Context: an optimization exercise on an open-source flow, tuned for small area and a short achievable clock period. The choices shown serve that exercise and are no tape-out recipe. The RTL was checked by simulation tests, not by an equivalence proof against the original design. No driver is modelled on the clock port, so clock power and skew are understated where the tree is cut down; a real chip needs a root buffer or a tree. Power is estimated from default activity; no workload was simulated.

==> inputs of job 2549 <==
// frame_detector
module frame_detector #(
  parameter int FIFO_DEPTH = 4
) (
  input  logic        clk_in,
  input  logic        rst_n,
  input  logic [15:0] data_in,
  output logic        data_out_ch1, data_out_ch2, data_out_ch3, data_out_ch4,
  output logic        data_out_ch5, data_out_ch6, data_out_ch7, data_out_ch8,
  output logic        data_vld_ch1, data_vld_ch2, data_vld_ch3, data_vld_ch4,
  output logic        data_vld_ch5, data_vld_ch6, data_vld_ch7, data_vld_ch8,
  output logic        fifo_empty,
  output logic        fifo_full,
  output logic        crc_valid_o,
  output logic        crc_err
);
==> flow/config.mk <==
export PLATFORM = sky130hd
export DESIGN_NAME = frame_detector
export DESIGN_NICKNAME = frame_detector
export VERILOG_FILES = /design/flow/design.v
export SDC_FILE = /design/flow/constraint.sdc
export NUM_CORES = 4
export LEC_CHECK = 0
export CAP_MARGIN = 20
export CORE_MARGIN = 2
export CORE_UTILIZATION = 40
export PLACE_DENSITY = 0.6
export SLEW_MARGIN = 20
==> flow/constraint.sdc <==
create_clock -name core_clock -period 14.0 [get_ports {clk_in}]
set_input_delay 2.8000 -clock core_clock [delete_from_list [all_inputs] [get_ports {clk_in}]]
set_output_delay 2.8000 -clock core_clock [all_outputs]
set_load 0.01 [all_outputs]
standard.sh (not shown) runs the stock make flow with config.mk's settings and CLKGATE_MAP_FILE= SYNTH_SCRIPT=/design/flow/synth_recipe.tcl, a recipe that flattens the netlist after the stock synthesis.
==> flow/flow/run.sh <==
#!/bin/bash
# The standard layout (standard synthesis unchanged), with:
#  - timing repair asked for more setup slack than the clock needs, so the
#    resizer works on the paths that set the achieved period (same SDC);
#  - larger clock-sink clusters on a denser floorplan;
#  - ports buffered with buf_2 (the resizer still upsizes where timing needs).
# The make output goes to standard_finish.log; ORFS keeps each step's log
# under orfs/logs.
set -euo pipefail
bash standard.sh \
  SETUP_SLACK_MARGIN=10.4 \
  CTS_CLUSTER_SIZE=25 CTS_CLUSTER_DIAMETER=100 \
  CORE_UTILIZATION=58 PLACE_DENSITY=0.75 \
  POST_CTS_TCL="$PWD/flow/post_cts.tcl" \
  BUFFER_PORTS_ARGS="-buffer_cell sky130_fd_sc_hd__buf_2" \
  finish > standard_finish.log 2>&1
==> flow/flow/post_cts.tcl <==
# After CTS:
# 2. If then every clock path is port -> first-level buffer -> leaf buffer ->
#    register, turn both levels of clkbuf_16 into clkinv_16: two inversions
#    keep the clock's polarity with less delay. Then legalize placement.
set block [ord::get_db_block]
set clk_port [expr {[info exists ::env(FLOW_CLK_PORT)] ? $::env(FLOW_CLK_PORT) : "clk_in"}]
set clk_net [$block findNet $clk_port]

proc is_clkbuf {inst} { string match "sky130_fd_sc_hd__clkbuf_*" [[$inst getMaster] getName] }
proc out_net {inst} {
  foreach it [$inst getITerms] {
    if {[$it isOutputSignal]} {
      set n [$it getNet]
      if {$n eq "NULL"} { return "" }
      return $n
    }
  }
  return ""
}
proc loads {net drv} {
  set r {}
  foreach it [$net getITerms] {
    if {[$it getInst] ne $drv && [$it isInputSignal]} { lappend r $it }
  }
  return $r
}

set iterms [$clk_net getITerms]
if {[llength $iterms] == 1} {
  set root [[lindex $iterms 0] getInst]
  set onet [out_net $root]
  set sinks [loads $onet $root]
  set ok [expr {[is_clkbuf $root] && [llength $sinks] <= 4}]
  foreach it $sinks { if {![is_clkbuf [$it getInst]]} { set ok 0 } }
  if {$ok} {
    puts "post_cts: removing root buffer [$root getName], port now feeds [llength $sinks] buffers"
    foreach it $sinks { $it disconnect; $it connect $clk_net }
    odb::dbInst_destroy $root
    odb::dbNet_destroy $onet
  } else {
    puts "post_cts: root buffer kept"
  }
}

# classify the clock tree
set l1 {}
set leaves {}
set ok 1
foreach it [$clk_net getITerms] {
  set inst [$it getInst]
  if {![is_clkbuf $inst]} { set ok 0; break }
  lappend l1 $inst
}
if {$ok && [llength $l1] > 4} { set ok 0 }
if {$ok} {
  foreach b $l1 {
    set n [out_net $b]
    foreach it [loads $n $b] {
      set inst [$it getInst]
      set m [[$inst getMaster] getName]
      if {[out_net $inst] eq ""} { continue } ;# dummy load
      if {$m ne "sky130_fd_sc_hd__clkbuf_16"} { set ok 0; break }
      lappend leaves $inst
    }
  }
}
if {$ok} {
  foreach b $leaves {
    set n [out_net $b]
    foreach it [loads $n $b] {
      set inst [$it getInst]
      set m [[$inst getMaster] getName]
      if {[out_net $inst] eq ""} { continue }
      if {![string match "sky130_fd_sc_hd__df*" $m] && ![string match "sky130_fd_sc_hd__edf*" $m]} { set ok 0; break }
    }
  }
}
foreach b $l1 { if {[[$b getMaster] getName] ne "sky130_fd_sc_hd__clkbuf_16"} { set ok 0 } }
if {$ok} {
  set inv [[ord::get_db] findMaster sky130_fd_sc_hd__clkinv_16]
  set k 0
  foreach b [concat $l1 $leaves] {
    set in_net [[$b findITerm A] getNet]
    set o_net [[$b findITerm X] getNet]
    set loc [$b getLocation]
    set orient [$b getOrient]
    set name [$b getName]
    odb::dbInst_destroy $b
    set ni [odb::dbInst_create $block $inv "${name}_inv"]
    $ni setLocation [lindex $loc 0] [lindex $loc 1]
    $ni setOrient $orient
    $ni setPlacementStatus PLACED
    [$ni findITerm A] connect $in_net
    [$ni findITerm Y] connect $o_net
    incr k
  }
  puts "post_cts: [llength $l1] first-level and [llength $leaves] leaf clock buffers made inverters"
  detailed_placement
  check_placement -verbose
} else {
  puts "post_cts: clock tree left as buffers"
}
==> job 5964: changes against job 2549 <==
--- a/flow/flow/post_cts.tcl
+++ b/flow/flow/post_cts.tcl
@@ -11,7 +11,3 @@
   foreach it [$inst getITerms] {
-    if {[$it isOutputSignal]} {
-      set n [$it getNet]
-      if {$n eq "NULL"} { return "" }
-      return $n
-    }
+    if {[$it isOutputSignal]} { return [$it getNet] }
   }
@@ -60,3 +56,3 @@
       set m [[$inst getMaster] getName]
-      if {[out_net $inst] eq ""} { continue } ;# dummy load
+      if {$m eq "sky130_fd_sc_hd__clkbuf_1" && [out_net $inst] eq ""} { continue } ;# dummy load
       if {$m ne "sky130_fd_sc_hd__clkbuf_16"} { set ok 0; break }
@@ -72,3 +68,3 @@
       set m [[$inst getMaster] getName]
-      if {[out_net $inst] eq ""} { continue }
+      if {$m eq "sky130_fd_sc_hd__clkbuf_1" && [out_net $inst] eq ""} { continue }
       if {![string match "sky130_fd_sc_hd__df*" $m] && ![string match "sky130_fd_sc_hd__edf*" $m]} { set ok 0; break }
@@ -80,18 +76,3 @@
   set inv [[ord::get_db] findMaster sky130_fd_sc_hd__clkinv_16]
-  set k 0
-  foreach b [concat $l1 $leaves] {
-    set in_net [[$b findITerm A] getNet]
-    set o_net [[$b findITerm X] getNet]
-    set loc [$b getLocation]
-    set orient [$b getOrient]
-    set name [$b getName]
-    odb::dbInst_destroy $b
-    set ni [odb::dbInst_create $block $inv "${name}_inv"]
-    $ni setLocation [lindex $loc 0] [lindex $loc 1]
-    $ni setOrient $orient
-    $ni setPlacementStatus PLACED
-    [$ni findITerm A] connect $in_net
-    [$ni findITerm Y] connect $o_net
-    incr k
-  }
+  foreach b [concat $l1 $leaves] { $b swapMaster $inv }
   puts "post_cts: [llength $l1] first-level and [llength $leaves] leaf clock buffers made inverters"
==> job 2757: changes against job 2549 <==
==> flow/flow/run.sh (replaced) <==
#!/bin/bash
set -euo pipefail
bash standard.sh \
  SETUP_SLACK_MARGIN=10.4 \
  CTS_ARGS="-sink_clustering_enable -repair_clock_nets -sink_clustering_size 25 -sink_clustering_max_diameter 60" \
  CORE_UTILIZATION=50 PLACE_DENSITY=0.7 \
  POST_CTS_TCL="$PWD/flow/post_cts.tcl" \
  BUFFER_PORTS_ARGS="-buffer_cell sky130_fd_sc_hd__buf_2" \
  finish > standard_finish.log 2>&1
==> flow/flow/post_cts.tcl (replaced) <==
set block [ord::get_db_block]
set clk_port [expr {[info exists ::env(FLOW_CLK_PORT)] ? $::env(FLOW_CLK_PORT) : "clk_in"}]
set clk_net [$block findNet $clk_port]
set iterms [$clk_net getITerms]
if {[llength $iterms] == 1} {
  set root [[lindex $iterms 0] getInst]
  set master [[$root getMaster] getName]
  set out_net [[$root findITerm X] getNet]
  set sinks {}
  foreach it [$out_net getITerms] {
    if {[$it getInst] ne $root} { lappend sinks $it }
  }
  set ok [expr {[string match "*clkbuf*" $master] && [llength $sinks] <= 4}]
  foreach it $sinks {
    if {![string match "*clkbuf*" [[[$it getInst] getMaster] getName]]} { set ok 0 }
  }
  if {$ok} {
    puts "post_cts: removing root buffer [$root getName] ($master), port now feeds [llength $sinks] buffers"
    foreach it $sinks {
      $it disconnect
      $it connect $clk_net
    }
    odb::dbInst_destroy $root
    odb::dbNet_destroy $out_net
  } else {
    puts "post_cts: root buffer kept"
  }
}
==> job 2506: changes against job 2549 <==
==> flow/flow/run.sh (replaced) <==
#!/bin/bash
set -euo pipefail
bash standard.sh \
  SETUP_SLACK_MARGIN=10.4 \
  CTS_ARGS="-sink_clustering_enable -repair_clock_nets -sink_clustering_size 25 -sink_clustering_max_diameter 100 -dont_use_dummy_load" \
  CORE_UTILIZATION=50 PLACE_DENSITY=0.7 \
  POST_CTS_TCL="$PWD/flow/post_cts.tcl" \
  BUFFER_PORTS_ARGS="-buffer_cell sky130_fd_sc_hd__buf_2" \
  finish > standard_finish.log 2>&1
==> flow/flow/post_cts.tcl (replaced) <==
set block [ord::get_db_block]
set clk_port [expr {[info exists ::env(FLOW_CLK_PORT)] ? $::env(FLOW_CLK_PORT) : "clk_in"}]
set clk_net [$block findNet $clk_port]
set iterms [$clk_net getITerms]
if {[llength $iterms] == 1} {
  set root [[lindex $iterms 0] getInst]
  set master [[$root getMaster] getName]
  set out_net [[$root findITerm X] getNet]
  set sinks {}
  foreach it [$out_net getITerms] {
    if {[$it getInst] ne $root} { lappend sinks $it }
  }
  set ok [expr {[string match "*clkbuf*" $master] && [llength $sinks] <= 4}]
  foreach it $sinks {
    if {![string match "*clkbuf*" [[[$it getInst] getMaster] getName]]} { set ok 0 }
  }
  if {$ok} {
    puts "post_cts: removing root buffer [$root getName] ($master), port now feeds [llength $sinks] buffers"
    foreach it $sinks {
      $it disconnect
      $it connect $clk_net
    }
    odb::dbInst_destroy $root
    odb::dbNet_destroy $out_net
  } else {
    puts "post_cts: root buffer kept"
  }
}
==> summary of the runs <==
Between job 2757 and job 2506, the lower via count is in job 2506 (gap about 1.1%, measured against job 2506).
Flip-flop and latch count is the same in job 2757 and job 2549.
Of job 2506 and job 2549, job 2549 has the higher core utilization (gap 9.5 points).
Against job 2757, the global-route usage of job 2549 is higher by 2.6 points.
In die area, job 5964 and job 2549 do not differ.
First-iteration DRC count: job 5964 < job 2549 < job 2506 < job 2757.
Job 2506 ran to the end with no violations. Job 2757 passed the timing, design-rule and antenna checks. Job 2549 produced a clean layout. Job 5964 ran to the end with no violations.
Clock skew: job 2757 is lower than job 2506 (0.017 ns).
Synthesized cell count is the same in job 2506 and job 2549.
Routed wire length, lowest first: job 2506, job 2757, job 2549, job 5964.
==> figures <==
Outcome: job 2549 finished clean; job 2757 finished clean; job 2506 finished clean; job 5964 finished clean
Setup slack after layout: job 2549 10.43 ns; job 2757 10.33 ns; job 2506 10.36 ns; job 5964 10.34 ns
Worst-skew pair later-pin latency: job 2549 0.33 ns; job 2757 0.40 ns; job 2506 0.40 ns; job 5964 0.39 ns
Worst R2R End: job 2549 u_fifo.r_w0[4][5]; job 2757 u_fifo.r_ring[7][6]; job 2506 u_fifo.r_ring[7][0]; job 5964 u_fifo.r_w0[4][6]
Number of buffers other than clock buffers in the final layout: job 2549 -; job 2757 66; job 2506 66; job 5964 62
Total length of routed met3 wires: job 2549 1804 um; job 2757 1706 um; job 2506 1506 um; job 5964 1976 um
Capture point of the worst path: job 2549 fifo_full; job 2757 fifo_full; job 2506 fifo_full; job 5964 fifo_empty
Total clock network power: job 2549 1.07 mW; job 2757 1.31 mW; job 2506 1.08 mW; job 5964 1.12 mW
Highest clock frequency the design can meet: job 2549 280.2 MHz; job 2757 272.1 MHz; job 2506 274.9 MHz; job 5964 273.3 MHz
Clock buffer instance count of the final layout: job 2549 -; job 2757 50; job 2506 36; job 5964 51
R2r setup slk: job 2549 10.83 ns; job 2757 10.74 ns; job 2506 10.82 ns; job 5964 10.84 ns
Detailed-routing iteration count for the pre-antenna-repair pass: job 2549 7; job 2757 6; job 2506 8; job 5964 7
Slowest stage cell, crit path: job 2549 dfxtp_4; job 2757 dfxtp_4; job 2506 dfxtp_4; job 5964 dfxtp_2
Sequential cell area share: job 2549 72.87%; job 2757 71.83%; job 2506 73.08%; job 5964 73.37%
Overall fraction of global-route tracks in use: job 2549 19.17%; job 2757 16.57%; job 2506 16.45%; job 5964 19.10%
Die Height: job 2549 197.5 um; job 2757 212.4 um; job 2506 212.4 um; job 5964 197.5 um
Met3 track demand over resource in global routing: job 2549 3.278%; job 2757 2.157%; job 2506 2.762%; job 5964 3.022%
Fin area: job 2549 0.02373 sq mm; job 2757 0.02407 sq mm; job 2506 0.02366 sq mm; job 5964 0.02357 sq mm
Detailed-placement wirelength estimate: job 2549 21940 um; job 2757 22080 um; job 2506 22080 um; job 5964 21940 um

what the ideal ports hide:
In the flow no input, the clock included, has a driving cell. The finished layouts below were timed again as built, in two steps. Step 1 sets driving cells, clkbuf_16 on the clock port and buf_2 on the other inputs (assumed; they add their load-dependent delay and slew). Step 2 also shifts input and output timing later by t, the mid clock arrival at the registers, as if the neighbouring blocks saw the same clock. a / b / c = ideal / step 1 / step 2; a / b = the first two.
run | shift t [ns] | setup slack, ns | worst data-port slew with drivers (ns)
job 2549 | 0.540 | 10.431 / 10.197 / 10.164 | 0.03
job 5964 | 0.483 | 10.341 / 10.237 / 10.153 | 0.03
job 2757 | 0.506 | 10.325 / 10.211 / 10.173 | 0.03
job 2506 | 0.485 | 10.363 / 10.247 / 10.153 | 0.03
After both steps every run listed still meets setup and hold. The setup slack of job 2549, which loses most, moves by -0.234 ns with the drivers and by -0.267 ns with both steps.
